From an optimization exercise on the open Yosys and OpenROAD flow, aimed at small area and a short achievable clock period; shortcuts taken in it are not production practice.
In this exercise RTL edits were held to simulation tests only and were not proved equivalent to the original.
Power figures rest on the tool's default switching activity, not on a simulated workload.

File: design/flow/config.mk
export PLATFORM = sky130hd
export DESIGN_NAME = mac_top
export DESIGN_NICKNAME = mac_top
export VERILOG_FILES = /design/flow/design.v
export SDC_FILE = /design/flow/constraint.sdc
export NUM_CORES = 4
export LEC_CHECK = 0
export CAP_MARGIN = 20
export CORE_MARGIN = 2
export CORE_UTILIZATION = 65
export CTS_CLUSTER_DIAMETER = 100
export CTS_CLUSTER_SIZE = 24
export SETUP_SLACK_MARGIN = 5.0
export SLEW_MARGIN = 20
File: design/flow/constraint.sdc
create_clock -name core_clock -period 8.0 [get_ports {clk}]
set_input_delay 1.6000 -clock core_clock [delete_from_list [all_inputs] [get_ports {clk}]]
set_output_delay 1.6000 -clock core_clock [all_outputs]
set_load 0.01 [all_outputs]
File: design/flow/design.v
`default_nettype none
package mac_pkg;
	localparam int PIXEL_W      = 16;    
	localparam int WEIGHT_W     = 16;    
	localparam int ACC_W        = 32;    
	localparam int LANES        = 4;     
	localparam int HID_DEPTH    = 16;    
	localparam int HID_ADDR_W   = 4;
	localparam int NEURONS      = 64;    
	localparam int NEURON_IDX_W = 6;
	typedef logic signed [PIXEL_W-1:0]        pixel_t;
	typedef logic [LANES*WEIGHT_W-1:0]        weight_word_t;   
	typedef logic [LANES*ACC_W-1:0]           acc_word_t;      
	typedef logic [HID_ADDR_W-1:0]            hid_addr_t;
	typedef logic [NEURON_IDX_W-1:0]          neuron_idx_t;    
endpackage
`default_nettype wire
`timescale 1ns/1ps
`default_nettype none
module input_sequencer (
	input  logic                  clk,
	input  logic                  reset,
	input  logic                  i_start,       
	input  logic                  i_valid,       
	input  mac_pkg::pixel_t       i_pixel,
	input  mac_pkg::weight_word_t i_weights,
	input  logic                  i_last,
	output logic                  o_busy,
	output logic                  o_op_valid,
	output logic [7:0]            o_one,         
	output logic [7:0]            o_two,
	output logic [7:0]            o_neg,
	output logic [7:0]            o_one_n,       
	output logic [7:0]            o_two_n,
	output logic [7:0]            o_negz,
	output mac_pkg::weight_word_t o_weights,
	output logic                  o_mask,        
	output logic                  o_start,       
	output logic                  o_dump,        
	output logic [6:0]            o_dcnt         
);
	logic                run;
	logic                idle;            
	mac_pkg::hid_addr_t  addr;            
	logic                first;           
	logic                accept;
	logic                fin;
	assign accept = i_valid && run;
	assign fin    = accept && (addr == 4'd15) && i_last;
	assign o_start = i_start && idle;
	always_ff @(posedge clk) begin
		if (reset) begin
			run        <= 1'b0;
			o_dump     <= 1'b0;
			o_busy     <= 1'b0;
			idle       <= 1'b1;
			o_op_valid <= 1'b0;
		end else begin
			o_op_valid <= accept;
			if (idle) begin
				if (i_start) begin
					run    <= 1'b1;
					o_busy <= 1'b1;
					idle   <= 1'b0;
				end
			end
			if (fin) begin
				run    <= 1'b0;
				o_dump <= 1'b1;
			end
			if (o_dump && o_dcnt == 7'd67) begin
				o_dump <= 1'b0;
				o_busy <= 1'b0;
				idle   <= 1'b1;
			end
		end
	end
	always_ff @(posedge clk) begin
		if (idle) begin
			addr  <= '0;
			first <= 1'b1;
		end else if (accept) begin
			addr <= addr + 1'b1;    
			if (addr == 4'd15)
				first <= 1'b0;
		end
		o_dcnt <= o_dump ? o_dcnt + 1'b1 : 7'd0;
	end
	logic [16:0] pb;
	logic [7:0]  one, two, neg;
	assign pb = {i_pixel, 1'b0};
	for (genvar i = 0; i < 8; i++) begin : g_enc
		assign one[i] = pb[2*i+1] ^ pb[2*i];
		assign two[i] = (pb[2*i+2] & ~pb[2*i+1] & ~pb[2*i]) | (~pb[2*i+2] & pb[2*i+1] & pb[2*i]);
		assign neg[i] = pb[2*i+2];
	end
	always_ff @(posedge clk) begin
		o_one     <= one;
		o_two     <= two;
		o_neg     <= neg;
		o_one_n   <= ~one;
		o_two_n   <= ~two;
		o_negz    <= neg & (one | two);
		o_weights <= i_weights;
		o_mask    <= accept && first && (addr != 4'd15);
	end
endmodule
`default_nettype wire
`timescale 1ns/1ps
`default_nettype none
module mac_lane_array (
	input  logic                  clk,
	input  logic [7:0]            i_one,      
	input  logic [7:0]            i_two,      
	input  logic [7:0]            i_neg,      
	input  logic [7:0]            i_one_n,    
	input  logic [7:0]            i_two_n,    
	input  logic [7:0]            i_negz,
	input  mac_pkg::weight_word_t i_weights,
	output mac_pkg::acc_word_t    o_row0,
	output mac_pkg::acc_word_t    o_row1,
	output mac_pkg::acc_word_t    o_row2
);
	for (genvar l = 0; l < mac_pkg::LANES; l++) begin : g_lane
		logic [15:0] a;
		logic [7:0]  one, two, neg;
		logic [31:0] row0, row1, row2;
		assign a   = i_weights[l*16 +: 16];
		if (l < 2) begin : g_pos
			assign one = i_one;
			assign two = i_two;
			assign neg = i_neg;
		end else begin : g_inv
			assign one = ~i_one_n;
			assign two = ~i_two_n;
			assign neg = i_negz;
		end
		logic k138, k140, k142, k144, k146, k148, k150, k152, k154, k156, k158, k160, k162, k164, k166, k168, k170, k172, k174, k176, k178, k180, k182, k184, k186, k188, k190, k192, k194, k196, k198, k200, k202, k204, k206, k208, k210, k212, k214, k216, k218, k220, k222, k224, k226, k228, k230, k232, k234, k236, k238, k240, k242, k244, k246, k248, k250, k252, k254, k256, k258, k260, k262, k264, k266, k268, k270, k272, k274, k276, k278, k280, k282, k284, k286, k288, k290, k292, k294, k296, k298, k300, k302, k304, p1, p2, p3, p4, p5, p6, p7, p8, p9, p10, p11, p12, p13, p14, p15, p16, p17, p18, p19, p20, p21, p22, p23, p24, p25, p26, p27, p28, p29, p30, p31, p32, p33, p34, p35, p36, p37, p38, p39, p40, p41, p42, p43, p44, p45, p46, p47, p48, p49, p50, p51, p52, p53, p54, p55, p56, p57, p58, p59, p60, p61, p62, p63, p64, p65, p66, p67, p68, p69, p70, p71, p72, p73, p74, p75, p76, p77, p78, p79, p80, p81, p82, p83, p84, p85, p86, p87, p88, p89, p90, p91, p92, p93, p94, p95, p96, p97, p98, p99, p100, p101, p102, p103, p104, p105, p106, p107, p108, p109, p110, p111, p112, p113, p114, p115, p116, p117, p118, p119, p120, p121, p122, p123, p124, p125, p126, p127, p128, p129, p130, p131, p132, p133, p134, p135, p136, s137, s139, s141, s143, s145, s147, s149, s151, s153, s155, s157, s159, s161, s163, s165, s167, s169, s171, s173, s175, s177, s179, s181, s183, s185, s187, s189, s191, s193, s195, s197, s199, s201, s203, s205, s207, s209, s211, s213, s215, s217, s219, s221, s223, s225, s227, s229, s231, s233, s235, s237, s239, s241, s243, s245, s247, s249, s251, s253, s255, s257, s259, s261, s263, s265, s267, s269, s271, s273, s275, s277, s279, s281, s283, s285, s287, s289, s291, s293, s295, s297, s299, s301, s303;
		assign p1 = (one[0] & a[0]) ^ neg[0];
		assign p2 = ((one[0] & a[1]) | (two[0] & a[0])) ^ neg[0];
		assign p3 = ((one[0] & a[2]) | (two[0] & a[1])) ^ neg[0];
		assign p4 = ((one[0] & a[3]) | (two[0] & a[2])) ^ neg[0];
		assign p5 = ((one[0] & a[4]) | (two[0] & a[3])) ^ neg[0];
		assign p6 = ((one[0] & a[5]) | (two[0] & a[4])) ^ neg[0];
		assign p7 = ((one[0] & a[6]) | (two[0] & a[5])) ^ neg[0];
		assign p8 = ((one[0] & a[7]) | (two[0] & a[6])) ^ neg[0];
		assign p9 = ((one[0] & a[8]) | (two[0] & a[7])) ^ neg[0];
		assign p10 = ((one[0] & a[9]) | (two[0] & a[8])) ^ neg[0];
		assign p11 = ((one[0] & a[10]) | (two[0] & a[9])) ^ neg[0];
		assign p12 = ((one[0] & a[11]) | (two[0] & a[10])) ^ neg[0];
		assign p13 = ((one[0] & a[12]) | (two[0] & a[11])) ^ neg[0];
		assign p14 = ((one[0] & a[13]) | (two[0] & a[12])) ^ neg[0];
		assign p15 = ((one[0] & a[14]) | (two[0] & a[13])) ^ neg[0];
		assign p16 = ((one[0] & a[15]) | (two[0] & a[14])) ^ neg[0];
		assign p17 = ~(((one[0] & a[15]) | (two[0] & a[15])) ^ neg[0]);
		assign p18 = (one[1] & a[0]) ^ neg[1];
		assign p19 = ((one[1] & a[1]) | (two[1] & a[0])) ^ neg[1];
		assign p20 = ((one[1] & a[2]) | (two[1] & a[1])) ^ neg[1];
		assign p21 = ((one[1] & a[3]) | (two[1] & a[2])) ^ neg[1];
		assign p22 = ((one[1] & a[4]) | (two[1] & a[3])) ^ neg[1];
		assign p23 = ((one[1] & a[5]) | (two[1] & a[4])) ^ neg[1];
		assign p24 = ((one[1] & a[6]) | (two[1] & a[5])) ^ neg[1];
		assign p25 = ((one[1] & a[7]) | (two[1] & a[6])) ^ neg[1];
		assign p26 = ((one[1] & a[8]) | (two[1] & a[7])) ^ neg[1];
		assign p27 = ((one[1] & a[9]) | (two[1] & a[8])) ^ neg[1];
		assign p28 = ((one[1] & a[10]) | (two[1] & a[9])) ^ neg[1];
		assign p29 = ((one[1] & a[11]) | (two[1] & a[10])) ^ neg[1];
		assign p30 = ((one[1] & a[12]) | (two[1] & a[11])) ^ neg[1];
		assign p31 = ((one[1] & a[13]) | (two[1] & a[12])) ^ neg[1];
		assign p32 = ((one[1] & a[14]) | (two[1] & a[13])) ^ neg[1];
		assign p33 = ((one[1] & a[15]) | (two[1] & a[14])) ^ neg[1];
		assign p34 = ~(((one[1] & a[15]) | (two[1] & a[15])) ^ neg[1]);
		assign p35 = (one[2] & a[0]) ^ neg[2];
		assign p36 = ((one[2] & a[1]) | (two[2] & a[0])) ^ neg[2];
		assign p37 = ((one[2] & a[2]) | (two[2] & a[1])) ^ neg[2];
		assign p38 = ((one[2] & a[3]) | (two[2] & a[2])) ^ neg[2];
		assign p39 = ((one[2] & a[4]) | (two[2] & a[3])) ^ neg[2];
		assign p40 = ((one[2] & a[5]) | (two[2] & a[4])) ^ neg[2];
		assign p41 = ((one[2] & a[6]) | (two[2] & a[5])) ^ neg[2];
		assign p42 = ((one[2] & a[7]) | (two[2] & a[6])) ^ neg[2];
		assign p43 = ((one[2] & a[8]) | (two[2] & a[7])) ^ neg[2];
		assign p44 = ((one[2] & a[9]) | (two[2] & a[8])) ^ neg[2];
		assign p45 = ((one[2] & a[10]) | (two[2] & a[9])) ^ neg[2];
		assign p46 = ((one[2] & a[11]) | (two[2] & a[10])) ^ neg[2];
		assign p47 = ((one[2] & a[12]) | (two[2] & a[11])) ^ neg[2];
		assign p48 = ((one[2] & a[13]) | (two[2] & a[12])) ^ neg[2];
		assign p49 = ((one[2] & a[14]) | (two[2] & a[13])) ^ neg[2];
		assign p50 = ((one[2] & a[15]) | (two[2] & a[14])) ^ neg[2];
		assign p51 = ~(((one[2] & a[15]) | (two[2] & a[15])) ^ neg[2]);
		assign p52 = (one[3] & a[0]) ^ neg[3];
		assign p53 = ((one[3] & a[1]) | (two[3] & a[0])) ^ neg[3];
		assign p54 = ((one[3] & a[2]) | (two[3] & a[1])) ^ neg[3];
		assign p55 = ((one[3] & a[3]) | (two[3] & a[2])) ^ neg[3];
		assign p56 = ((one[3] & a[4]) | (two[3] & a[3])) ^ neg[3];
		assign p57 = ((one[3] & a[5]) | (two[3] & a[4])) ^ neg[3];
		assign p58 = ((one[3] & a[6]) | (two[3] & a[5])) ^ neg[3];
		assign p59 = ((one[3] & a[7]) | (two[3] & a[6])) ^ neg[3];
		assign p60 = ((one[3] & a[8]) | (two[3] & a[7])) ^ neg[3];
		assign p61 = ((one[3] & a[9]) | (two[3] & a[8])) ^ neg[3];
		assign p62 = ((one[3] & a[10]) | (two[3] & a[9])) ^ neg[3];
		assign p63 = ((one[3] & a[11]) | (two[3] & a[10])) ^ neg[3];
		assign p64 = ((one[3] & a[12]) | (two[3] & a[11])) ^ neg[3];
		assign p65 = ((one[3] & a[13]) | (two[3] & a[12])) ^ neg[3];
		assign p66 = ((one[3] & a[14]) | (two[3] & a[13])) ^ neg[3];
		assign p67 = ((one[3] & a[15]) | (two[3] & a[14])) ^ neg[3];
		assign p68 = ~(((one[3] & a[15]) | (two[3] & a[15])) ^ neg[3]);
		assign p69 = (one[4] & a[0]) ^ neg[4];
		assign p70 = ((one[4] & a[1]) | (two[4] & a[0])) ^ neg[4];
		assign p71 = ((one[4] & a[2]) | (two[4] & a[1])) ^ neg[4];
		assign p72 = ((one[4] & a[3]) | (two[4] & a[2])) ^ neg[4];
		assign p73 = ((one[4] & a[4]) | (two[4] & a[3])) ^ neg[4];
		assign p74 = ((one[4] & a[5]) | (two[4] & a[4])) ^ neg[4];
		assign p75 = ((one[4] & a[6]) | (two[4] & a[5])) ^ neg[4];
		assign p76 = ((one[4] & a[7]) | (two[4] & a[6])) ^ neg[4];
		assign p77 = ((one[4] & a[8]) | (two[4] & a[7])) ^ neg[4];
		assign p78 = ((one[4] & a[9]) | (two[4] & a[8])) ^ neg[4];
		assign p79 = ((one[4] & a[10]) | (two[4] & a[9])) ^ neg[4];
		assign p80 = ((one[4] & a[11]) | (two[4] & a[10])) ^ neg[4];
		assign p81 = ((one[4] & a[12]) | (two[4] & a[11])) ^ neg[4];
		assign p82 = ((one[4] & a[13]) | (two[4] & a[12])) ^ neg[4];
		assign p83 = ((one[4] & a[14]) | (two[4] & a[13])) ^ neg[4];
		assign p84 = ((one[4] & a[15]) | (two[4] & a[14])) ^ neg[4];
		assign p85 = ~(((one[4] & a[15]) | (two[4] & a[15])) ^ neg[4]);
		assign p86 = (one[5] & a[0]) ^ neg[5];
		assign p87 = ((one[5] & a[1]) | (two[5] & a[0])) ^ neg[5];
		assign p88 = ((one[5] & a[2]) | (two[5] & a[1])) ^ neg[5];
		assign p89 = ((one[5] & a[3]) | (two[5] & a[2])) ^ neg[5];
		assign p90 = ((one[5] & a[4]) | (two[5] & a[3])) ^ neg[5];
		assign p91 = ((one[5] & a[5]) | (two[5] & a[4])) ^ neg[5];
		assign p92 = ((one[5] & a[6]) | (two[5] & a[5])) ^ neg[5];
		assign p93 = ((one[5] & a[7]) | (two[5] & a[6])) ^ neg[5];
		assign p94 = ((one[5] & a[8]) | (two[5] & a[7])) ^ neg[5];
		assign p95 = ((one[5] & a[9]) | (two[5] & a[8])) ^ neg[5];
		assign p96 = ((one[5] & a[10]) | (two[5] & a[9])) ^ neg[5];
		assign p97 = ((one[5] & a[11]) | (two[5] & a[10])) ^ neg[5];
		assign p98 = ((one[5] & a[12]) | (two[5] & a[11])) ^ neg[5];
		assign p99 = ((one[5] & a[13]) | (two[5] & a[12])) ^ neg[5];
		assign p100 = ((one[5] & a[14]) | (two[5] & a[13])) ^ neg[5];
		assign p101 = ((one[5] & a[15]) | (two[5] & a[14])) ^ neg[5];
		assign p102 = ~(((one[5] & a[15]) | (two[5] & a[15])) ^ neg[5]);
		assign p103 = (one[6] & a[0]) ^ neg[6];
		assign p104 = ((one[6] & a[1]) | (two[6] & a[0])) ^ neg[6];
		assign p105 = ((one[6] & a[2]) | (two[6] & a[1])) ^ neg[6];
		assign p106 = ((one[6] & a[3]) | (two[6] & a[2])) ^ neg[6];
		assign p107 = ((one[6] & a[4]) | (two[6] & a[3])) ^ neg[6];
		assign p108 = ((one[6] & a[5]) | (two[6] & a[4])) ^ neg[6];
		assign p109 = ((one[6] & a[6]) | (two[6] & a[5])) ^ neg[6];
		assign p110 = ((one[6] & a[7]) | (two[6] & a[6])) ^ neg[6];
		assign p111 = ((one[6] & a[8]) | (two[6] & a[7])) ^ neg[6];
		assign p112 = ((one[6] & a[9]) | (two[6] & a[8])) ^ neg[6];
		assign p113 = ((one[6] & a[10]) | (two[6] & a[9])) ^ neg[6];
		assign p114 = ((one[6] & a[11]) | (two[6] & a[10])) ^ neg[6];
		assign p115 = ((one[6] & a[12]) | (two[6] & a[11])) ^ neg[6];
		assign p116 = ((one[6] & a[13]) | (two[6] & a[12])) ^ neg[6];
		assign p117 = ((one[6] & a[14]) | (two[6] & a[13])) ^ neg[6];
		assign p118 = ((one[6] & a[15]) | (two[6] & a[14])) ^ neg[6];
		assign p119 = ~(((one[6] & a[15]) | (two[6] & a[15])) ^ neg[6]);
		assign p120 = (one[7] & a[0]) ^ neg[7];
		assign p121 = ((one[7] & a[1]) | (two[7] & a[0])) ^ neg[7];
		assign p122 = ((one[7] & a[2]) | (two[7] & a[1])) ^ neg[7];
		assign p123 = ((one[7] & a[3]) | (two[7] & a[2])) ^ neg[7];
		assign p124 = ((one[7] & a[4]) | (two[7] & a[3])) ^ neg[7];
		assign p125 = ((one[7] & a[5]) | (two[7] & a[4])) ^ neg[7];
		assign p126 = ((one[7] & a[6]) | (two[7] & a[5])) ^ neg[7];
		assign p127 = ((one[7] & a[7]) | (two[7] & a[6])) ^ neg[7];
		assign p128 = ((one[7] & a[8]) | (two[7] & a[7])) ^ neg[7];
		assign p129 = ((one[7] & a[9]) | (two[7] & a[8])) ^ neg[7];
		assign p130 = ((one[7] & a[10]) | (two[7] & a[9])) ^ neg[7];
		assign p131 = ((one[7] & a[11]) | (two[7] & a[10])) ^ neg[7];
		assign p132 = ((one[7] & a[12]) | (two[7] & a[11])) ^ neg[7];
		assign p133 = ((one[7] & a[13]) | (two[7] & a[12])) ^ neg[7];
		assign p134 = ((one[7] & a[14]) | (two[7] & a[13])) ^ neg[7];
		assign p135 = ((one[7] & a[15]) | (two[7] & a[14])) ^ neg[7];
		assign p136 = ~(((one[7] & a[15]) | (two[7] & a[15])) ^ neg[7]);
		assign s137 = p11 ^ p26;
		assign k138 = p11 & p26;
		assign s139 = p12 ^ p27;
		assign k140 = p12 & p27;
		assign s141 = p13 ^ p28 ^ p43;
		assign k142 = (p13 & p28) | (p13 & p43) | (p28 & p43);
		assign s143 = p58 ^ p73;
		assign k144 = p58 & p73;
		assign s145 = p14 ^ p29 ^ p44;
		assign k146 = (p14 & p29) | (p14 & p44) | (p29 & p44);
		assign s147 = p59 ^ p74;
		assign k148 = p59 & p74;
		assign s149 = p15 ^ p30 ^ p45;
		assign k150 = (p15 & p30) | (p15 & p45) | (p30 & p45);
		assign s151 = p60 ^ p75 ^ p90;
		assign k152 = (p60 & p75) | (p60 & p90) | (p75 & p90);
		assign s153 = p105 ^ p120;
		assign k154 = p105 & p120;
		assign s155 = p16 ^ p31 ^ p46;
		assign k156 = (p16 & p31) | (p16 & p46) | (p31 & p46);
		assign s157 = p61 ^ p76 ^ p91;
		assign k158 = (p61 & p76) | (p61 & p91) | (p76 & p91);
		assign s159 = p106 ^ p121;
		assign k160 = p106 & p121;
		assign s161 = p17 ^ p32 ^ p47;
		assign k162 = (p17 & p32) | (p17 & p47) | (p32 & p47);
		assign s163 = p62 ^ p77 ^ p92;
		assign k164 = (p62 & p77) | (p62 & p92) | (p77 & p92);
		assign s165 = p107 ^ p122 ^ 1'b1;
		assign k166 = (p107 & p122) | (p107 & 1'b1) | (p122 & 1'b1);
		assign s167 = p33 ^ p48 ^ p63;
		assign k168 = (p33 & p48) | (p33 & p63) | (p48 & p63);
		assign s169 = p78 ^ p93 ^ p108;
		assign k170 = (p78 & p93) | (p78 & p108) | (p93 & p108);
		assign s171 = p123 ^ 1'b1;
		assign k172 = p123 & 1'b1;
		assign s173 = p34 ^ p49 ^ p64;
		assign k174 = (p34 & p49) | (p34 & p64) | (p49 & p64);
		assign s175 = p79 ^ p94 ^ p109;
		assign k176 = (p79 & p94) | (p79 & p109) | (p94 & p109);
		assign s177 = p50 ^ p65 ^ p80;
		assign k178 = (p50 & p65) | (p50 & p80) | (p65 & p80);
		assign s179 = p95 ^ p110;
		assign k180 = p95 & p110;
		assign s181 = p51 ^ p66 ^ p81;
		assign k182 = (p51 & p66) | (p51 & p81) | (p66 & p81);
		assign s183 = p67 ^ p82;
		assign k184 = p67 & p82;
		assign s185 = p7 ^ p22;
		assign k186 = p7 & p22;
		assign s187 = p8 ^ p23;
		assign k188 = p8 & p23;
		assign s189 = p9 ^ p24 ^ p39;
		assign k190 = (p9 & p24) | (p9 & p39) | (p24 & p39);
		assign s191 = p54 ^ p69;
		assign k192 = p54 & p69;
		assign s193 = p10 ^ p25 ^ p40;
		assign k194 = (p10 & p25) | (p10 & p40) | (p25 & p40);
		assign s195 = p55 ^ p70;
		assign k196 = p55 & p70;
		assign s197 = s137 ^ p41 ^ p56;
		assign k198 = (s137 & p41) | (s137 & p56) | (p41 & p56);
		assign s199 = p71 ^ p86 ^ neg[5];
		assign k200 = (p71 & p86) | (p71 & neg[5]) | (p86 & neg[5]);
		assign s201 = s139 ^ p42 ^ p57;
		assign k202 = (s139 & p42) | (s139 & p57) | (p42 & p57);
		assign s203 = p72 ^ p87 ^ k138;
		assign k204 = (p72 & p87) | (p72 & k138) | (p87 & k138);
		assign s205 = s141 ^ s143 ^ p88;
		assign k206 = (s141 & s143) | (s141 & p88) | (s143 & p88);
		assign s207 = p103 ^ neg[6] ^ k140;
		assign k208 = (p103 & neg[6]) | (p103 & k140) | (neg[6] & k140);
		assign s209 = s145 ^ s147 ^ p89;
		assign k210 = (s145 & s147) | (s145 & p89) | (s147 & p89);
		assign s211 = p104 ^ k142 ^ k144;
		assign k212 = (p104 & k142) | (p104 & k144) | (k142 & k144);
		assign s213 = s149 ^ s151 ^ s153;
		assign k214 = (s149 & s151) | (s149 & s153) | (s151 & s153);
		assign s215 = neg[7] ^ k146 ^ k148;
		assign k216 = (neg[7] & k146) | (neg[7] & k148) | (k146 & k148);
		assign s217 = s155 ^ s157 ^ s159;
		assign k218 = (s155 & s157) | (s155 & s159) | (s157 & s159);
		assign s219 = k150 ^ k152 ^ k154;
		assign k220 = (k150 & k152) | (k150 & k154) | (k152 & k154);
		assign s221 = s161 ^ s163 ^ s165;
		assign k222 = (s161 & s163) | (s161 & s165) | (s163 & s165);
		assign s223 = k156 ^ k158 ^ k160;
		assign k224 = (k156 & k158) | (k156 & k160) | (k158 & k160);
		assign s225 = s167 ^ s169 ^ s171;
		assign k226 = (s167 & s169) | (s167 & s171) | (s169 & s171);
		assign s227 = k162 ^ k164 ^ k166;
		assign k228 = (k162 & k164) | (k162 & k166) | (k164 & k166);
		assign s229 = s173 ^ s175 ^ p124;
		assign k230 = (s173 & s175) | (s173 & p124) | (s175 & p124);
		assign s231 = k168 ^ k170 ^ k172;
		assign k232 = (k168 & k170) | (k168 & k172) | (k170 & k172);
		assign s233 = s177 ^ s179 ^ p125;
		assign k234 = (s177 & s179) | (s177 & p125) | (s179 & p125);
		assign s235 = 1'b1 ^ k174 ^ k176;
		assign k236 = (1'b1 & k174) | (1'b1 & k176) | (k174 & k176);
		assign s237 = s181 ^ p96 ^ p111;
		assign k238 = (s181 & p96) | (s181 & p111) | (p96 & p111);
		assign s239 = p126 ^ k178 ^ k180;
		assign k240 = (p126 & k178) | (p126 & k180) | (k178 & k180);
		assign s241 = s183 ^ p97 ^ p112;
		assign k242 = (s183 & p97) | (s183 & p112) | (p97 & p112);
		assign s243 = p127 ^ 1'b1 ^ k182;
		assign k244 = (p127 & 1'b1) | (p127 & k182) | (1'b1 & k182);
		assign s245 = p68 ^ p83 ^ p98;
		assign k246 = (p68 & p83) | (p68 & p98) | (p83 & p98);
		assign s247 = p113 ^ p128 ^ k184;
		assign k248 = (p113 & p128) | (p113 & k184) | (p128 & k184);
		assign s249 = p84 ^ p99 ^ p114;
		assign k250 = (p84 & p99) | (p84 & p114) | (p99 & p114);
		assign s251 = p129 ^ 1'b1;
		assign k252 = p129 & 1'b1;
		assign s253 = p85 ^ p100 ^ p115;
		assign k254 = (p85 & p100) | (p85 & p115) | (p100 & p115);
		assign s255 = p101 ^ p116;
		assign k256 = p101 & p116;
		assign s257 = p5 ^ p20;
		assign k258 = p5 & p20;
		assign s259 = p6 ^ p21;
		assign k260 = p6 & p21;
		assign s261 = s185 ^ p37 ^ p52;
		assign k262 = (s185 & p37) | (s185 & p52) | (p37 & p52);
		assign s263 = s187 ^ p38 ^ p53;
		assign k264 = (s187 & p38) | (s187 & p53) | (p38 & p53);
		assign s265 = s189 ^ s191 ^ neg[4];
		assign k266 = (s189 & s191) | (s189 & neg[4]) | (s191 & neg[4]);
		assign s267 = s193 ^ s195 ^ k190;
		assign k268 = (s193 & s195) | (s193 & k190) | (s195 & k190);
		assign s269 = s197 ^ s199 ^ k194;
		assign k270 = (s197 & s199) | (s197 & k194) | (s199 & k194);
		assign s271 = s201 ^ s203 ^ k198;
		assign k272 = (s201 & s203) | (s201 & k198) | (s203 & k198);
		assign s273 = s205 ^ s207 ^ k202;
		assign k274 = (s205 & s207) | (s205 & k202) | (s207 & k202);
		assign s275 = s209 ^ s211 ^ k206;
		assign k276 = (s209 & s211) | (s209 & k206) | (s211 & k206);
		assign s277 = s213 ^ s215 ^ k210;
		assign k278 = (s213 & s215) | (s213 & k210) | (s215 & k210);
		assign s279 = s217 ^ s219 ^ k214;
		assign k280 = (s217 & s219) | (s217 & k214) | (s219 & k214);
		assign s281 = s221 ^ s223 ^ k218;
		assign k282 = (s221 & s223) | (s221 & k218) | (s223 & k218);
		assign s283 = s225 ^ s227 ^ k222;
		assign k284 = (s225 & s227) | (s225 & k222) | (s227 & k222);
		assign s285 = s229 ^ s231 ^ k226;
		assign k286 = (s229 & s231) | (s229 & k226) | (s231 & k226);
		assign s287 = s233 ^ s235 ^ k230;
		assign k288 = (s233 & s235) | (s233 & k230) | (s235 & k230);
		assign s289 = s237 ^ s239 ^ k234;
		assign k290 = (s237 & s239) | (s237 & k234) | (s239 & k234);
		assign s291 = s241 ^ s243 ^ k238;
		assign k292 = (s241 & s243) | (s241 & k238) | (s243 & k238);
		assign s293 = s245 ^ s247 ^ k242;
		assign k294 = (s245 & s247) | (s245 & k242) | (s247 & k242);
		assign s295 = s249 ^ s251 ^ k246;
		assign k296 = (s249 & s251) | (s249 & k246) | (s251 & k246);
		assign s297 = s253 ^ p130 ^ k250;
		assign k298 = (s253 & p130) | (s253 & k250) | (p130 & k250);
		assign s299 = s255 ^ p131 ^ 1'b1;
		assign k300 = (s255 & p131) | (s255 & 1'b1) | (p131 & 1'b1);
		assign s301 = p102 ^ p117 ^ p132;
		assign k302 = (p102 & p117) | (p102 & p132) | (p117 & p132);
		assign s303 = p118 ^ p133;
		assign k304 = p118 & p133;
		assign row0 = {1'b1, p136, p135, p119, s303, s301, s299, s297, s295, s293, s291, s289, s287, s285, s283, s281, s279, s277, s275, s273, s271, s269, s267, s265, s263, s261, s259, s257, p4, p3, p2, p1};
		assign row1 = {1'b0, 1'b0, 1'b1, p134, 1'b1, k256, k254, k252, k248, k244, k240, k236, k232, k228, k224, k220, k216, k212, k208, k204, k200, k196, k192, k188, k186, neg[3], p36, p35, p19, p18, 1'b0, neg[0]};
		assign row2 = {1'b0, 1'b0, 1'b0, k304, k302, k300, k298, k296, k294, k292, k290, k288, k286, k284, k282, k280, k278, k276, k274, k272, k270, k268, k266, k264, k262, k260, k258, neg[2], 1'b0, neg[1], 1'b0, 1'b0};
		always_ff @(posedge clk) begin
			o_row0[l*32 +: 32] <= row0;
			o_row1[l*32 +: 32] <= row1;
			o_row2[l*32 +: 32] <= row2;
		end
	end
endmodule
`default_nettype wire
`timescale 1ns/1ps
`default_nettype none
module hidden_ram (
	input  logic               clk,
	input  logic               i_shift,
	input  logic               i_head_load,  
	input  logic               i_head_keep,  
	input  mac_pkg::acc_word_t i_row0,      
	input  mac_pkg::acc_word_t i_row1,
	input  mac_pkg::acc_word_t i_row2,
	output mac_pkg::acc_word_t o_head
);
	localparam int W = mac_pkg::LANES * mac_pkg::ACC_W;
	logic [mac_pkg::HID_DEPTH*W-1:0] ring;    
	mac_pkg::acc_word_t              sum;      
	localparam int CH = 4;                     
	localparam int NC = 32 / CH;               
	logic [(NC-1)*mac_pkg::LANES-1:0] sum_c;   
	logic [(NC-1)*mac_pkg::LANES-1:0] tail_c;  
	mac_pkg::acc_word_t              tail;     
	assign o_head = ring[W-1:0];
	for (genvar l = 0; l < mac_pkg::LANES; l++) begin : g_lane
		logic [31:0] acc, r0, r1, r2, x1, y1, x, y, t, tc;
		assign acc = o_head[l*32 +: 32];
		assign r0  = i_row0[l*32 +: 32];
		assign r1  = i_row1[l*32 +: 32];
		assign r2  = i_row2[l*32 +: 32];
		assign x1  = acc ^ r0 ^ r1;
		assign y1  = {(acc[30:0] & r0[30:0]) | (acc[30:0] & r1[30:0]) | (r0[30:0] & r1[30:0]), 1'b0};
		assign x   = x1 ^ y1 ^ r2;
		assign y   = {(x1[30:0] & y1[30:0]) | (x1[30:0] & r2[30:0]) | (y1[30:0] & r2[30:0]), 1'b0};
		for (genvar k = 0; k < NC; k++) begin : g_chunk
			if (k < NC - 1) begin : g_c
				assign {sum_c[(NC-1)*l+k], sum[l*32+k*CH +: CH]} = {1'b0, x[k*CH +: CH]} + {1'b0, y[k*CH +: CH]};
				assign tc[(k+1)*CH +: CH] = {{(CH-1){1'b0}}, tail_c[(NC-1)*l+k]};
			end else begin : g_top
				assign sum[l*32+k*CH +: CH] = x[k*CH +: CH] + y[k*CH +: CH];
			end
		end
		assign tc[CH-1:0] = '0;
		assign t  = ring[(mac_pkg::HID_DEPTH-1)*W + l*32 +: 32];
		assign tail[l*32 +: 32] = t + tc;
	end
	always_ff @(posedge clk) begin
		if (i_shift) begin
			ring[mac_pkg::HID_DEPTH*W-1:W] <= {sum, tail, ring[(mac_pkg::HID_DEPTH-1)*W-1:2*W]};
			tail_c <= sum_c;
		end
	end
	always_ff @(posedge clk) begin
		if (i_head_load)
			ring[W-1:0] <= ring[2*W-1:W] & {W{i_head_keep}};
	end
endmodule
`default_nettype wire
`timescale 1ns/1ps
`default_nettype none
module result_reader (
	input  logic                        clk,
	input  logic                        reset,
	input  logic                        i_dump,
	input  logic [6:0]                  i_dcnt,
	input  mac_pkg::acc_word_t          i_head,
	output logic                        o_rotate_next,   
	output logic                        o_valid,
	output mac_pkg::neuron_idx_t        o_index,
	output logic signed [mac_pkg::ACC_W-1:0] o_value,
	output logic                        o_done
);
	logic [6:0] k;
	logic [1:0] lane;
	logic signed [mac_pkg::ACC_W-1:0] stage;
	assign k    = i_dcnt - 7'd3;
	assign lane = i_dcnt[1:0] - 2'd2;    
	assign o_rotate_next = i_dump && (i_dcnt[1:0] == 2'd0) && (i_dcnt >= 7'd4) && (i_dcnt <= 7'd64);
	always_ff @(posedge clk) begin
		if (reset) begin
			o_valid <= 1'b0;
			o_done  <= 1'b0;
		end else begin
			o_valid <= i_dump && (i_dcnt >= 7'd3) && (i_dcnt <= 7'd66);
			o_done  <= i_dump && (i_dcnt == 7'd66);
		end
	end
	always_ff @(posedge clk) begin
		o_index <= k[5:0];
		stage   <= i_head[lane*mac_pkg::ACC_W +: mac_pkg::ACC_W];
		o_value <= stage;
	end
endmodule
`default_nettype wire
`timescale 1ns/1ps
`default_nettype none
module mac_top (
	input  logic                        clk,
	input  logic                        reset,
	input  logic                        i_start,
	input  logic                        i_valid,
	input  mac_pkg::pixel_t             i_pixel,
	input  mac_pkg::weight_word_t       i_weights,
	input  logic                        i_last,
	output logic                        o_busy,
	output logic                        o_valid,
	output mac_pkg::neuron_idx_t        o_index,
	output logic signed [mac_pkg::ACC_W-1:0] o_value,
	output logic                        o_done
);
	logic                  op_valid;
	logic [7:0]            op_one, op_two, op_neg;
	logic [7:0]            op_one_n, op_two_n, op_negz;
	mac_pkg::weight_word_t op_weights;
	logic                  op_mask;
	logic                  start;
	logic                  head_load;
	logic                  head_keep;
	logic                  dump;
	logic [6:0]            dcnt;
	mac_pkg::acc_word_t    prow0, prow1, prow2;
	logic                  shift;
	mac_pkg::acc_word_t    head;
	logic                  rotate_next;
	input_sequencer seq_i (
		.clk        (clk),
		.reset      (reset),
		.i_start    (i_start),
		.i_valid    (i_valid),
		.i_pixel    (i_pixel),
		.i_weights  (i_weights),
		.i_last     (i_last),
		.o_busy     (o_busy),
		.o_op_valid (op_valid),
		.o_one      (op_one),
		.o_two      (op_two),
		.o_neg      (op_neg),
		.o_one_n    (op_one_n),
		.o_two_n    (op_two_n),
		.o_negz     (op_negz),
		.o_weights  (op_weights),
		.o_mask     (op_mask),
		.o_start    (start),
		.o_dump     (dump),
		.o_dcnt     (dcnt)
	);
	mac_lane_array mac_i (
		.clk       (clk),
		.i_one     (op_one),
		.i_two     (op_two),
		.i_neg     (op_neg),
		.i_one_n   (op_one_n),
		.i_two_n   (op_two_n),
		.i_negz    (op_negz),
		.i_weights (op_weights),
		.o_row0    (prow0),
		.o_row1    (prow1),
		.o_row2    (prow2)
	);
	always_ff @(posedge clk) begin
		if (reset) begin
			shift     <= 1'b0;
			head_load <= 1'b0;
		end else begin
			shift     <= op_valid || rotate_next;
			head_load <= op_valid || rotate_next || start;
		end
		head_keep <= !(op_mask || start);
	end
	hidden_ram ram_i (
		.clk     (clk),
		.i_shift  (shift),
		.i_head_load (head_load),
		.i_head_keep (head_keep),
		.i_row0   (prow0),
		.i_row1   (prow1),
		.i_row2   (prow2),
		.o_head  (head)
	);
	result_reader rd_i (
		.clk      (clk),
		.reset    (reset),
		.i_dump   (dump),
		.i_dcnt   (dcnt),
		.i_head   (head),
		.o_rotate_next (rotate_next),
		.o_valid  (o_valid),
		.o_index  (o_index),
		.o_value  (o_value),
		.o_done   (o_done)
	);
endmodule
`default_nettype wire
File: design/flow/flow/run.sh
#!/bin/bash
# The standard layout (standard synthesis unchanged), with two settings
# changed on the make command line:
#  - the port buffers are buf_4 cells instead of the delay-cell buffers that
#    buffer_ports picks by default (every port still gets its own buffer);
#  - timing repair aims for 5.3 ns of setup slack at the 8 ns clock.
# The full output of the flow is kept in standard.log; ORFS writes each
# step's log under orfs/logs.
set -o pipefail
bash standard.sh "BUFFER_PORTS_ARGS=-buffer_cell sky130_fd_sc_hd__buf_4" SETUP_SLACK_MARGIN=5.3 finish > standard.log 2>&1
File: design/flow/standard.sh
#!/bin/bash
# synth_recipe.tcl (not shown) runs the flow's synth.tcl, then flattens the netlist and writes it again
# the make line also repeats each setting of config.mk as NAME=value (left out here)
make -C /OpenROAD-flow-scripts/flow DESIGN_CONFIG=/design/flow/config.mk WORK_HOME=/design/flow/orfs CLKGATE_MAP_FILE= SYNTH_SCRIPT=/design/flow/synth_recipe.tcl "${@:-finish}"
==> results of run 1 <==
report_power, final:
part | internal (mW) | switching [mW]
registers | 16.1 | 0.498
logic | 4.98 | 6.02
clock network | 2.92 | 3.97
state kept, by name, summed over array words and instances (netlist names), 4 cells and up:
name,flops
seq_i.o_dcnt,7
seq_i.o_one,8
mac_i.o_row2,100
rd_i.o_value,32
ram_i.ring,2048
rd_i.stage,32
ram_i.tail_c,28
seq_i.o_two,8
rd_i.o_index,6
seq_i.o_negz,8
seq_i.addr,4
seq_i.o_one_n,8
seq_i.o_two_n,8
seq_i.o_weights,64
mac_i.o_row0,124
mac_i.o_row1,104
seq_i.o_neg,8
final timing paths:
kind                            depth (start not counted)                 from  slack [ns]                end
worst max-delay path                                    1      rd_i.o_value[9]        5.16         o_value[9]
worst min-delay path                                    0       rd_i.stage[10]        0.33   rd_i.o_value[10]
worst max register to register                          7  seq_i.o_weights[54]        5.23  mac_i.o_row0[111]
worst min register to register                          0       rd_i.stage[10]        0.33   rd_i.o_value[10]
metrics by stage:
stage | hold slack (ns) | total power [mW]
after global routing | 0.3338 | 36.73
after global placement | 0.3112 | 26.61
after CTS | 0.3312 | 34.19
final | 0.3303 | 34.51
after detailed placement | 0.3121 | 26.78
after floorplan | 0.3096 | 23.84
kinds of logic (layout without fill, tap and decap cells):
kind of cell    count (synthesis)  after routing  synth area share [%]
buf+inv                      1075           1439                 3.886
mux                            40             40                0.7790
flops                        2609           2609                 70.14
xor+xnor                      728            728                 6.126
simple gates                  439            439                 2.286
compound gates                670            670                 4.344
fa+ha+maj                     744            744                 12.43
area by class of cell:
cell class,instances,area (um2)
fill,9951,43590
clock buffer,218,3413
tap,2072,2592
multi-input combinational,2621,28070
inverter,784,3064
sequential,2609,73330
timing repair buffer,417,4437
clock inverter,8,158.9
timing repair inverter,12,90.09
per-layer routing:
| metal | track usage (%) | vias up | wire length [um] |
|---|---|---|---|
| met3 | 4.236 | 391 | 15880 |
| li1 | - | 22320 | - |
| met2 | 37.14 | 1839 | 92770 |
| met4 | 6.919 | 6 | 5693 |
| met1 | 39.64 | 25850 | 94050 |
| met5 | 0 | - | 41 |
what timing repair did:
action,CTS,global route
endpoints found under the hold margin,0,0
cloned,13,18
setup endpoints to repair,504,925
pin swaps,18,117
buffers inserted,116,77
gates resized for setup,308,291
layout by cell type, fill, tap and decap left out, types with 146 or more instances in the layout:
| master | instances |
|---|---|
| sky130_fd_sc_hd__a22oi_1 | 233 |
| sky130_fd_sc_hd__and2_1 | 146 |
| sky130_fd_sc_hd__buf_4 | 283 |
| sky130_fd_sc_hd__dfxtp_1 | 402 |
| sky130_fd_sc_hd__edfxtp_1 | 2076 |
| sky130_fd_sc_hd__fa_1 | 453 |
| sky130_fd_sc_hd__ha_1 | 241 |
| sky130_fd_sc_hd__inv_1 | 726 |
| sky130_fd_sc_hd__o22ai_1 | 175 |
| sky130_fd_sc_hd__xnor2_1 | 404 |
| sky130_fd_sc_hd__xor2_1 | 290 |
==> PnR_summary.wiki, run 1 <==
{| class="wikitable"
! Metric !! Value
|-
| Crit path largest cell delay || 0.33 ns
|-
| Avg Inst Size Synth || 16.51 um2
|-
| Number of synthesized flops with an enable pin || 2076
|-
| Antenna violations before repair || 21
|-
| Initial core utilization || 65.57%
|-
| Die ar. || 0.1633 mm2
|-
| Final Non-Filler Cells || 8741
|-
| YS warnings || 5
|-
| DIE WIDTH || 404.2 um
|-
| Worst path setup slack after routing || 5.158 ns
|-
| Total congestion overflow || 0
|-
| Die height || 404.2 um
|-
| Register bit total from synthesis || 2609
|-
| Count of different cell masters after synthesis || 56
|-
| H-Tree Depth || 3
|-
| Most used flip-flop cell after synthesis || sky130_fd_sc_hd__edfxtp_1
|-
| Vias post-DR || 50400
|-
| Pin count of the biggest net entering global routing || 183
|-
| Setup repair after global routing missed its margin || yes
|-
| Ranking of synthesized cells by area || sky130_fd_sc_hd__edfxtp_1, sky130_fd_sc_hd__dfxtp_1, sky130_fd_sc_hd__fa_1
|-
| Class of the most critical setup path || flop to output port
|-
| Number of nets in the synthesized netlist || 7134
|-
| Max Freq || 351.9 MHz
|-
| Most frequent cells after synthesis || sky130_fd_sc_hd__edfxtp_1, sky130_fd_sc_hd__inv_1, sky130_fd_sc_hd__dfxtp_1, sky130_fd_sc_hd__fa_1, sky130_fd_sc_hd__xnor2_1
|-
| Type of the most critical hold path || flop to flop
|-
| Worst-case headroom to the max-slew limit || 30.03%
|-
| Post-detailed-route DRC marker count || 0
|-
| Buf/Inv on CP || 1
|-
| Placeable core region || 0.1587 mm2
|-
| TritonCTS Buffers || 119
|-
| Clock tree buffer depth || 3
|-
| Setup Total Neg Slack || 0 ns
|-
| Leakage || 42.21 nW
|-
| Detail-routed via count per cell || 5.766
|-
| Number of port buffers || 125
|-
| Final period util || 35.52%
|-
| Data required, critical path || 6.40 ns
|-
| Max FO, Critical Path || 1
|-
| Drt total wl || 208400 um
|-
| WL per Instance || 23.85 um
|-
| Clk Tree Root Cell || sky130_fd_sc_hd__clkbuf_16
|-
| Maximum vdd drop || 0.2278 mV
|-
| Clock slew at reported path FFs || 0.09 ns
|-
| Total half-perimeter wirelength after legalization and detailed placement || 128800 um
|-
| Worst setup slack before clock tree synthesis || 4.630 ns
|-
| Total power per unit cell area || 299.7 mW/mm2
|-
| Result of the run || no timing/DRC/antenna violations
|-
| Count of endpoints failing setup in the final report || 0
|-
| Top Family by Delay on Critical Path || flip-flops
|-
| Final Max Tran Viols || 0
|-
| Drt first-iter violations || 5472
|-
| Cells along the critical path || buf_6
|-
| Share of post-route cells with drive strength above 1 || 14.59%
|-
| Capturing element type of the critical path || output port
|-
| Share of synthesized flip-flops with an asynchronous set or reset || 0%
|-
| CTS tree || done
|-
| Top cell type by total area after synthesis || sky130_fd_sc_hd__edfxtp_1
|-
| Share of Yosys cell area claimed by the top area cell type || 59.89%
|-
| Post-synth design cell area || 0.1041 mm2
|-
| First-pass detailed-route iteration total || 7
|-
| Clock sink count || 2609
|-
| Data arrival time at the worst-slack endpoint || 1.24 ns
|-
| Post-route clock skew || 0.04341 ns
|-
| Sequential fraction of the synthesis area || 70.14%
|-
| GR Util All Layers || 25.24%
|-
| Gate count after technology mapping || 6305
|-
| Post-Place Cells || 8291
|-
| Number of placement rows || 146
|-
| Top-count cell post-synth || sky130_fd_sc_hd__edfxtp_1
|-
| Actual transition at the worst max-transition pin || 1.050 ns
|-
| Layout Cell Area excl Fill || 0.1152 mm2
|-
| Startpoint kind of the worst setup timing path || flop
|-
| Top-level I/O count || 126
|-
| Cell area after placement || 0.1073 mm2
|-
| Cell at the slowest stage of the critical path || sky130_fd_sc_hd__dfxtp_2
|-
| Max-cap violation count || 0
|-
| Number of hold violations in the final report || 0
|-
| Last weighted congestion value of the routability-driven placer || 0.8679
|-
| Final Core Density || 72.54%
|-
| Final ANT Viol Nets || 0
|-
| Shortest clock period the worst path allows after layout || 2.842 ns
|-
| Number of global-route vias before repair || 49390
|-
| Diode count || 0
|-
| Final Net Count || 7393
|-
| Count of hold-fix buffers inserted at cts || 0
|-
| Clock Latency Late Sink || 0.80 ns
|-
| First-pass GRT wire length || 305300 um
|-
| Area growth from synthesis to layout || 10.63%
|}
==> run 2: changes to the inputs <==
--- a/design/flow/config.mk
+++ b/design/flow/config.mk
@@ -9,6 +9,6 @@
 export CORE_MARGIN = 2
 export CORE_UTILIZATION = 65
-export CTS_CLUSTER_DIAMETER = 100
-export CTS_CLUSTER_SIZE = 24
+export CTS_CLUSTER_DIAMETER = 80
+export CTS_CLUSTER_SIZE = 20
 export SETUP_SLACK_MARGIN = 5.0
 export SLEW_MARGIN = 20
==> PnR_summary.wiki, run 2 <==
{| class="wikitable"
! Metric !! Value
|-
| Result of the run || no timing/DRC/antenna violations
|-
| Max reg flops || 2048 (unchanged)
|-
| Clock tree buffer depth || 3 (unchanged)
|-
| Vias post-DR || 50910 (+1.0%)
|-
| Combinational family with the most area after synthesis || adder cells
|-
| Capturing element type of the critical path || output port
|-
| Number of synthesized flops with an enable pin || 2076 (unchanged)
|-
| GR Util All Layers || 25.43% (+0.19 points)
|-
| Top cell type by total area after synthesis || sky130_fd_sc_hd__edfxtp_1
|-
| Placeable core region || 0.1587 mm2 (unchanged)
|-
| Pin count of the biggest net entering global routing || 183 (unchanged)
|-
| Drt first-iter violations || 5685 (+3.9%)
|-
| Data required, critical path || 6.40 ns (about the same)
|-
| Total congestion overflow || 0 (unchanged)
|-
| Leading cell types in the layout, fill and taps excluded || sky130_fd_sc_hd__edfxtp_1, sky130_fd_sc_hd__inv_1, sky130_fd_sc_hd__fa_1
|-
| Minimum hold slack || 0.3244 ns (-0.005870 ns)
|-
| Share of synthesized flip-flops with an asynchronous set or reset || 0% (unchanged)
|-
| Crit path largest cell delay || 0.33 ns (about the same)
|-
| Startpoint kind of the worst setup timing path || flop
|-
| Number of nets in the synthesized netlist || 7134 (unchanged)
|-
| Clock Latency Late Sink || 0.80 ns (about the same)
|-
| Type of the most critical hold path || flop to flop
|-
| Clock sink count || 2609 (unchanged)
|-
| Detail-routed via count per cell || 5.776 (+0.17%)
|-
| Buf/Inv on CP || 1 (unchanged)
|-
| Final Max Tran Viols || 0 (unchanged)
|-
| Depth of the worst register-to-register path || 7 (unchanged)
|-
| Gate count after technology mapping || 6305 (unchanged)
|-
| Max-cap violation count || 0 (unchanged)
|-
| Diode count || 0 (unchanged)
|-
| First-pass detailed-route iteration total || 6 (-1)
|-
| Area growth from synthesis to layout || 11.93%
|-
| Top-count cell post-synth || sky130_fd_sc_hd__edfxtp_1
|-
| Total half-perimeter wirelength after legalization and detailed placement || 128800 um (unchanged)
|-
| YS warnings || 5 (unchanged)
|-
| Area of combinational cells with multiple inputs || 0.02812 mm2 (+0.16%)
|-
| Top Family by Delay on Critical Path || flip-flops
|-
| Share of Yosys cell area claimed by the top area cell type || 59.89% (unchanged)
|-
| Worst setup path endpoint || o_value[27]
|-
| Total power per unit cell area || 306.2 mW/mm2 (+2.2%)
|-
| H-Tree Depth || 4 (+1)
|-
| Data arrival time at the worst-slack endpoint || 1.24 ns (about the same)
|-
| Reg-to-Reg Start || seq_i.o_weights[54]
|-
| Sequential fraction of the synthesis area || 70.14% (unchanged)
|-
| Commonest non-fill, non-tap cell in the layout || sky130_fd_sc_hd__edfxtp_1
|-
| Most used flip-flop cell after synthesis || sky130_fd_sc_hd__edfxtp_1
|-
| Synthesized-area fraction occupied by adder cells || 12.43% (unchanged)
|-
| Shortest clock period the worst path allows after layout || 2.835 ns (-0.006220 ns)
|-
| Cells along the critical path || buf_6
|-
| Top-level I/O count || 126 (unchanged)
|-
| Clock slew at reported path FFs || 0.08 ns (about the same)
|-
| Post-route clock skew || 0.02410 ns (-0.01932 ns)
|-
| Number of placement rows || 146 (unchanged)
|-
| Antenna violations before repair || 24 (+14%)
|-
| WL per Instance || 23.72 um (-0.53%)
|-
| First-pass GRT wire length || 307100 um (+0.59%)
|-
| Clk Tree Root Cell || sky130_fd_sc_hd__clkbuf_16
|-
| Crit path from || rd_i.o_value[27]
|-
| Beginning of the worst hold path || rd_i.stage[27]
|-
| Count of hold-fix buffers inserted at cts || 0 (unchanged)
|-
| Max FO, Critical Path || 1 (unchanged)
|-
| Logic depth of the worst path, buffers included || 1 (unchanged)
|-
| Post-Place Cells || 8291 (unchanged)
|-
| Share of post-route cells with drive strength above 1 || 15.49% (+0.90 points)
|-
| Actual transition at the worst max-transition pin || 1.046 ns (-0.003523 ns)
|-
| DIE WIDTH || 404.2 um (unchanged)
|-
| Setup repair after global routing missed its margin || yes
|-
| Multiplexer fraction of the synthesized cell area || 0.7789% (unchanged)
|-
| Post-synth design cell area || 0.1041 mm2 (unchanged)
|-
| Final Non-Filler Cells || 8814 (+0.84%)
|-
| R2R Path End || mac_i.o_row0[111]
|-
| Final ANT Viol Nets || 0 (unchanged)
|-
| Count of endpoints failing setup in the final report || 0 (unchanged)
|-
| Ranking of synthesized cells by area || sky130_fd_sc_hd__edfxtp_1, sky130_fd_sc_hd__dfxtp_1, sky130_fd_sc_hd__fa_1
|-
| TritonCTS Buffers || 153 (+29%)
|-
| Register bit total from synthesis || 2609 (unchanged)
|-
| Maximum vdd drop || 0.2766 mV (+21%)
|-
| Largest registers in the final layout || ram_i.ring: 2048 flops, mac_i.o_row0: 124 flops, mac_i.o_row1: 104 flops
|-
| Drt total wl || 209100 um (+0.30%)
|-
| Leakage || 42.84 nW (+1.5%)
|-
| Number of port buffers || 125 (unchanged)
|-
| Register-to-register setup slack || 5.21 ns (-0.02 ns)
|-
| Register with the highest flop count || ram_i.ring
|-
| Cell at the slowest stage of the critical path || sky130_fd_sc_hd__dfxtp_2
|-
| Footprint of the flip-flops and latches || 0.07333 mm2 (about the same)
|-
| Die ar. || 0.1633 mm2 (unchanged)
|-
| CTS tree || done
|-
| Setup Total Neg Slack || 0 ns (unchanged)
|-
| Initial core utilization || 65.57% (unchanged)
|-
| Number of hold violations in the final report || 0 (unchanged)
|-
| Die height || 404.2 um (unchanged)
|-
| Post-detailed-route DRC marker count || 0 (unchanged)
|-
| Final period util || 35.44% (-0.078 points)
|-
| Total power consumption of the routed design || 35.67 mW (+3.4%)
|-
| Number of global-route vias before repair || 50010 (+1.2%)
|-
| Simple-gate share of the synthesized area || 2.286% (unchanged)
|-
| Count of different cell masters after synthesis || 56 (unchanged)
|-
| Compound-gate portion of the synthesized area || 4.344% (unchanged)
|-
| Max Freq || 352.7 MHz (+0.22%)
|-
| Most frequent cells after synthesis || sky130_fd_sc_hd__edfxtp_1, sky130_fd_sc_hd__inv_1, sky130_fd_sc_hd__dfxtp_1, sky130_fd_sc_hd__fa_1, sky130_fd_sc_hd__xnor2_1
|-
| Class of the most critical setup path || flop to output port
|-
| Final Net Count || 7447 (+0.73%)
|-
| Total of fill cells in the finished design || 9772 (-1.8%)
|-
| Avg Inst Size Synth || 16.51 um2 (unchanged)
|-
| Xor/xnor share of the synthesized area || 6.126% (unchanged)
|-
| Last weighted congestion value of the routability-driven placer || 0.8679 (unchanged)
|-
| Worst-case headroom to the max-slew limit || 30.26% (+0.23 points)
|}
run 2: through the flow:
stage	cell area (um2)	setup WS [ns]	util, %
floorplan	104100	-6.114	-
global placement	107300	4.653	67.57
detailed placement	107300	4.630	67.57
CTS	114000	5.092	71.83
global route	116500	5.090	73.39
finish	116500	5.165	73.39
run 2: worst min-delay path by stage:
stage / endpoint / slack (ns) / cells past startpoint
floorplan: rd_i.o_value[0] / 0.31 / 0
global placement: rd_i.o_value[28] / 0.31 / 0
detailed placement: rd_i.o_value[20] / 0.31 / 0
CTS: rd_i.o_value[27] / 0.33 / 0
global route: rd_i.o_value[27] / 0.33 / 0
finish: rd_i.o_value[27] / 0.32 / 0
run 2: timing repair:
| action | in CTS | in global routing |
|---|---|---|
| resized for setup | 309 | 296 |
| pin swaps | 17 | 125 |
| cloned | 13 | 19 |
| setup buffers | 115 | 97 |
| setup endpoints to repair | 605 | 927 |
run 2: final cells by class:
cell class	instances	area share [%]
Multi-Input combinational cell	2621	24.13
Inverter	784	2.632
Clock inverter	26	0.3007
Timing Repair Buffer	437	4.006
Sequential cell	2609	62.94
Timing Repair inverter	12	0.07732
Clock buffer	253	3.682
Tap cell	2072	2.225
run 2: kinds of logic (layout without fill, tap and decap cells):
logic type / Yosys count / after routing
compound gates: 670 / 670
xor+xnor: 728 / 728
fa+ha+maj: 744 / 744
buf+inv: 1075 / 1512
flops: 2609 / 2609
mux: 40 / 40
simple gates: 439 / 439
run 2: routing by layer:
layer | share of wire [%] | vias up | track usage (%) | routed length (um)
li1 | - | 22470 | - | -
met1 | 45 | 26030 | 39.74 | 93720
met2 | 45 | 1961 | 37.05 | 93290
met3 | 7.7 | 437 | 4.651 | 16200
met4 | 2.8 | 10 | 7.554 | 5793
met5 | 0.037 | - | 0 | 77
run 2: report_power, final:
part	leakage, nW	internal (mW)	switching, mW
sequential	23.3	16.1	0.501
combinational	17.3	5.00	6.00
clock	2.21	3.79	4.26
==> run 3: changes to the inputs <==
==> design/flow/flow/run.sh (replaced) <==
#!/bin/bash
# The standard layout (standard synthesis unchanged), with two settings
# changed on the make command line:
#  - the port buffers are buf_4 cells instead of the delay-cell buffers that
#    buffer_ports picks by default (every port still gets its own buffer);
#  - timing repair aims for 5.15 ns of setup slack at the 8 ns clock.
# The full output of the flow is kept in standard.log; ORFS writes each
# step's log under orfs/logs.
set -o pipefail
bash standard.sh "BUFFER_PORTS_ARGS=-buffer_cell sky130_fd_sc_hd__buf_4" SETUP_SLACK_MARGIN=5.15 finish > standard.log 2>&1
--- a/design/flow/config.mk
+++ b/design/flow/config.mk
@@ -9,6 +9,6 @@
 export CORE_MARGIN = 2
 export CORE_UTILIZATION = 65
-export CTS_CLUSTER_DIAMETER = 80
-export CTS_CLUSTER_SIZE = 20
+export CTS_CLUSTER_DIAMETER = 100
+export CTS_CLUSTER_SIZE = 24
 export SETUP_SLACK_MARGIN = 5.0
 export SLEW_MARGIN = 20
==> PnR_summary.wiki, run 3 <==
{| class="wikitable"
! Metric !! Value
|-
| Antenna violations before repair || 26 (+8.3%)
|-
| Number of nets in the synthesized netlist || 7134 (unchanged)
|-
| Switching part of the total power || 30.17% (about the same)
|-
| GR Util All Layers || 24.79% (-0.64 points)
|-
| Type of the most critical hold path || flop to flop
|-
| Final Max Tran Viols || 0 (unchanged)
|-
| Number of placement rows || 146 (unchanged)
|-
| DIE WIDTH || 404.2 um (unchanged)
|-
| Number of synthesized flops with an enable pin || 2076 (unchanged)
|-
| Top Family by Delay on Critical Path || flip-flops
|-
| Post-synth design cell area || 0.1041 mm2 (unchanged)
|-
| Capturing element type of the critical path || output port
|-
| Avg Inst Size Synth || 16.51 um2 (unchanged)
|-
| Final Core Density || 70.83% (-2.6 points)
|-
| Max-cap violation count || 0 (unchanged)
|-
| YS warnings || 5 (unchanged)
|-
| Placeable core region || 0.1587 mm2 (unchanged)
|-
| Max FO, Critical Path || 1 (unchanged)
|-
| Top-count cell post-synth || sky130_fd_sc_hd__edfxtp_1
|-
| Area of combinational cells with multiple inputs || 0.02714 mm2 (-3.5%)
|-
| Last weighted congestion value of the routability-driven placer || 0.8679 (unchanged)
|-
| Pin count of the biggest net entering global routing || 183 (unchanged)
|-
| Combinational fraction of design power || 30.2% (-0.6 points)
|-
| Data arrival time at the worst-slack endpoint || 1.25 ns (about the same)
|-
| Setup repair after global routing missed its margin || yes
|-
| Total of fill cells in the finished design || 10240 (+4.8%)
|-
| Final period util || 35.58% (+0.14 points)
|-
| Count of different cell masters after synthesis || 56 (unchanged)
|-
| Number of global-route vias before repair || 48700 (-2.6%)
|-
| Post-Place Cells || 8291 (unchanged)
|-
| Result of the run || no timing/DRC/antenna violations
|-
| Worst setup slack before clock tree synthesis || 4.630 ns (unchanged)
|-
| Most frequent cells after synthesis || sky130_fd_sc_hd__edfxtp_1, sky130_fd_sc_hd__inv_1, sky130_fd_sc_hd__dfxtp_1, sky130_fd_sc_hd__fa_1, sky130_fd_sc_hd__xnor2_1
|-
| Clk Tree Root Cell || sky130_fd_sc_hd__clkbuf_16
|-
| Minimum hold slack || 0.3296 ns (+0.005202 ns)
|-
| Share of post-route cells with drive strength above 1 || 9.896% (-5.6 points)
|-
| Post-detailed-route DRC marker count || 0 (unchanged)
|-
| Maximum vdd drop || 0.2290 mV (-17%)
|-
| First-pass detailed-route iteration total || 9 (+3)
|-
| Gate count after technology mapping || 6305 (unchanged)
|-
| H-Tree Depth || 3 (-1)
|-
| Diode count || 0 (unchanged)
|-
| Footprint of the flip-flops and latches || 0.07319 mm2 (-0.19%)
|-
| Share of Yosys cell area claimed by the top area cell type || 59.89% (unchanged)
|-
| Setup Total Neg Slack || 0 ns (unchanged)
|-
| Number of hold violations in the final report || 0 (unchanged)
|-
| Total power per unit cell area || 299.8 mW/mm2 (-2.1%)
|-
| Met1 Routed Length || 92270 um (-1.5%)
|-
| Sequential share of power || 49.3% (+2.7 points)
|-
| Detailed route wirelength on metal2 || 88770 um (-4.8%)
|-
| Shortest clock period the worst path allows after layout || 2.847 ns (+0.01120 ns)
|-
| Ranking of synthesized cells by area || sky130_fd_sc_hd__edfxtp_1, sky130_fd_sc_hd__dfxtp_1, sky130_fd_sc_hd__fa_1
|-
| WL per Instance || 23.30 um (-1.8%)
|-
| Worst path setup slack after routing || 5.153 ns (-0.01120 ns)
|-
| Clock sink count || 2609 (unchanged)
|-
| Internal cell power || 23.54 mW (-5.5%)
|-
| Highest metal layer used by the detailed router || met5
|-
| Startpoint kind of the worst setup timing path || flop
|-
| Crit path largest cell delay || 0.34 ns (about the same)
|-
| Register with the highest flop count || ram_i.ring
|-
| Total power consumption of the routed design || 33.71 mW (-5.5%)
|-
| Layout Cell Area excl Fill || 0.1124 mm2 (-3.5%)
|-
| Die ar. || 0.1633 mm2 (unchanged)
|-
| Leakage || 41.18 nW (-3.9%)
|-
| Clock slew at reported path FFs || 0.10 ns (+0.02 ns)
|-
| Clock power share || 20.5% (-2.1 points)
|-
| Sequential fraction of the synthesis area || 70.14% (unchanged)
|-
| Total half-perimeter wirelength after legalization and detailed placement || 128800 um (unchanged)
|-
| Max reg flops || 2048 (unchanged)
|-
| Actual transition at the worst max-transition pin || 1.049 ns (+0.003261 ns)
|-
| CTS tree || done
|-
| TritonCTS Buffers || 119 (-22%)
|-
| Max Freq || 351.3 MHz (-0.39%)
|-
| Final Non-Filler Cells || 8630 (-2.1%)
|-
| Switching power of the nets || 10.17 mW (-5.5%)
|-
| Final Net Count || 7282 (-2.2%)
|-
| Vias post-DR || 49400 (-3.0%)
|-
| Share of synthesized flip-flops with an asynchronous set or reset || 0% (unchanged)
|-
| Class of the most critical setup path || flop to output port
|-
| Post-route clock skew || 0.04476 ns (+0.02066 ns)
|-
| Initial core utilization || 65.57% (unchanged)
|-
| Cell area after placement || 0.1073 mm2 (unchanged)
|-
| Detail-routed via count per cell || 5.724 (-0.90%)
|-
| Commonest non-fill, non-tap cell in the layout || sky130_fd_sc_hd__edfxtp_1
|-
| Top-level I/O count || 126 (unchanged)
|-
| Clock Latency Late Sink || 0.80 ns (about the same)
|-
| Number of port buffers || 125 (unchanged)
|-
| Top cell type by total area after synthesis || sky130_fd_sc_hd__edfxtp_1
|-
| Total congestion overflow || 0 (unchanged)
|-
| Worst-case headroom to the max-slew limit || 30.04% (-0.22 points)
|-
| Count of hold-fix buffers inserted at cts || 0 (unchanged)
|-
| Data required, critical path || 6.40 ns (about the same)
|-
| Drt total wl || 201100 um (-3.8%)
|-
| Cell at the slowest stage of the critical path || sky130_fd_sc_hd__dfxtp_2
|-
| Drt first-iter violations || 5210 (-8.4%)
|-
| Metal3 WL || 15200 um (-6.2%)
|-
| Largest registers in the final layout || ram_i.ring: 2048 flops, mac_i.o_row0: 124 flops, mac_i.o_row1: 104 flops
|-
| Cells along the critical path || buf_6
|-
| Register bit total from synthesis || 2609 (unchanged)
|-
| Area growth from synthesis to layout || 8.029%
|-
| Register-to-register setup slack || 5.19 ns (-0.02 ns)
|-
| Die height || 404.2 um (unchanged)
|-
| Count of endpoints failing setup in the final report || 0 (unchanged)
|-
| First-pass GRT wire length || 300300 um (-2.2%)
|-
| Most used flip-flop cell after synthesis || sky130_fd_sc_hd__edfxtp_1
|-
| Final ANT Viol Nets || 0 (unchanged)
|-
| Buf/Inv on CP || 1 (unchanged)
|-
| Clock tree buffer depth || 3 (unchanged)
|-
| Leading cell types in the layout, fill and taps excluded || sky130_fd_sc_hd__edfxtp_1, sky130_fd_sc_hd__inv_1, sky130_fd_sc_hd__fa_1
|}
[run 3: path summary, 6_finish.rpt]
path	cells past startpoint	start	endpoint
max	1	rd_i.o_value[22]	o_value[22]
min	0	rd_i.stage[22]	rd_i.o_value[22]
min reg2reg	0	rd_i.stage[22]	rd_i.o_value[22]
max reg2reg	8	seq_i.o_one[2]	mac_i.o_row0[52]
[run 3: cell families after synthesis]
kind of cell | after synthesis | share of synthesized area (%)
DFF | 2609 | 70.14
xor gates and xnor gates | 728 | 6.126
buffers and inverters | 1075 | 3.886
and+or+nand+nor | 439 | 2.286
muxes | 40 | 0.7790
AOI/OAI and AO/OA | 670 | 4.344
adders and majority gates | 744 | 12.43
[run 3: power groups by stage]
stage / clock [mW] / combinational (mW) / sequential [mW]
after detailed placement: 0 / 9.86 / 16.9
after floorplan: 0 / 7.01 / 16.8
final: 6.89 / 10.2 / 16.6
after CTS: 7.13 / 10.1 / 16.6
after global routing: 7.56 / 11.7 / 16.7
after global placement: 0 / 9.69 / 16.9
[run 3: final cells by class]
type	count	area share [%]
Sequential cell	2609	65.09
Clock buffer	218	3.036
Timing Repair Buffer	311	2.543
Tap cell	2072	2.306
Timing Repair inverter	7	0.03561
Clock inverter	8	0.1413
Multi-Input combinational cell	2621	24.13
Inverter	784	2.714
[run 3: routing by layer]
layer  GRT usage [%]  up-vias
met1           39.48    25340
met2           36.04     1628
met4           6.481        6
met5               0        -
met3           4.161      342
li1                -    22090
[run 3: what timing repair did]
item                       4_1_cts  5_1_grt
resized for setup              155      100
gates cloned                     2        6
setup buffers                   39       66
setup endpoints to repair      183      490
pin swaps                        1        8

[afterwards: timing with drivers on the ports]
How much do the figures lean on ideal ports? The routed layouts below were timed once more, with nothing changed but the port constraints.
Step 1, drivers: a clkbuf_16 drives clk and a buf_2 each remaining input, both assumed.
Step 2 times the ports against the registers' clock, not the clock port: input delays grow and output delays shrink by t, the midpoint of the rising clock arrivals with the driver on.
a / b / c = no drivers / after step 1 / after step 2; a / b = the first two.
run	t (ns)	slack for setup (ns)	hold WS [ns]	clock arrival spread, ns	worst data-port slew with drivers (ns)
run 1	0.869	5.158 / 5.073 / 5.232	0.330 / 0.330 / 0.330	0.059 / 0.059	0.19
run 2	0.870	5.165 / 5.081 / 5.210	0.324 / 0.324 / 0.324	0.028 / 0.028	0.17
run 3	0.865	5.153 / 5.069 / 5.194	0.330 / 0.330 / 0.330	0.053 / 0.053	0.16
After both steps setup and hold are still met in every run listed.
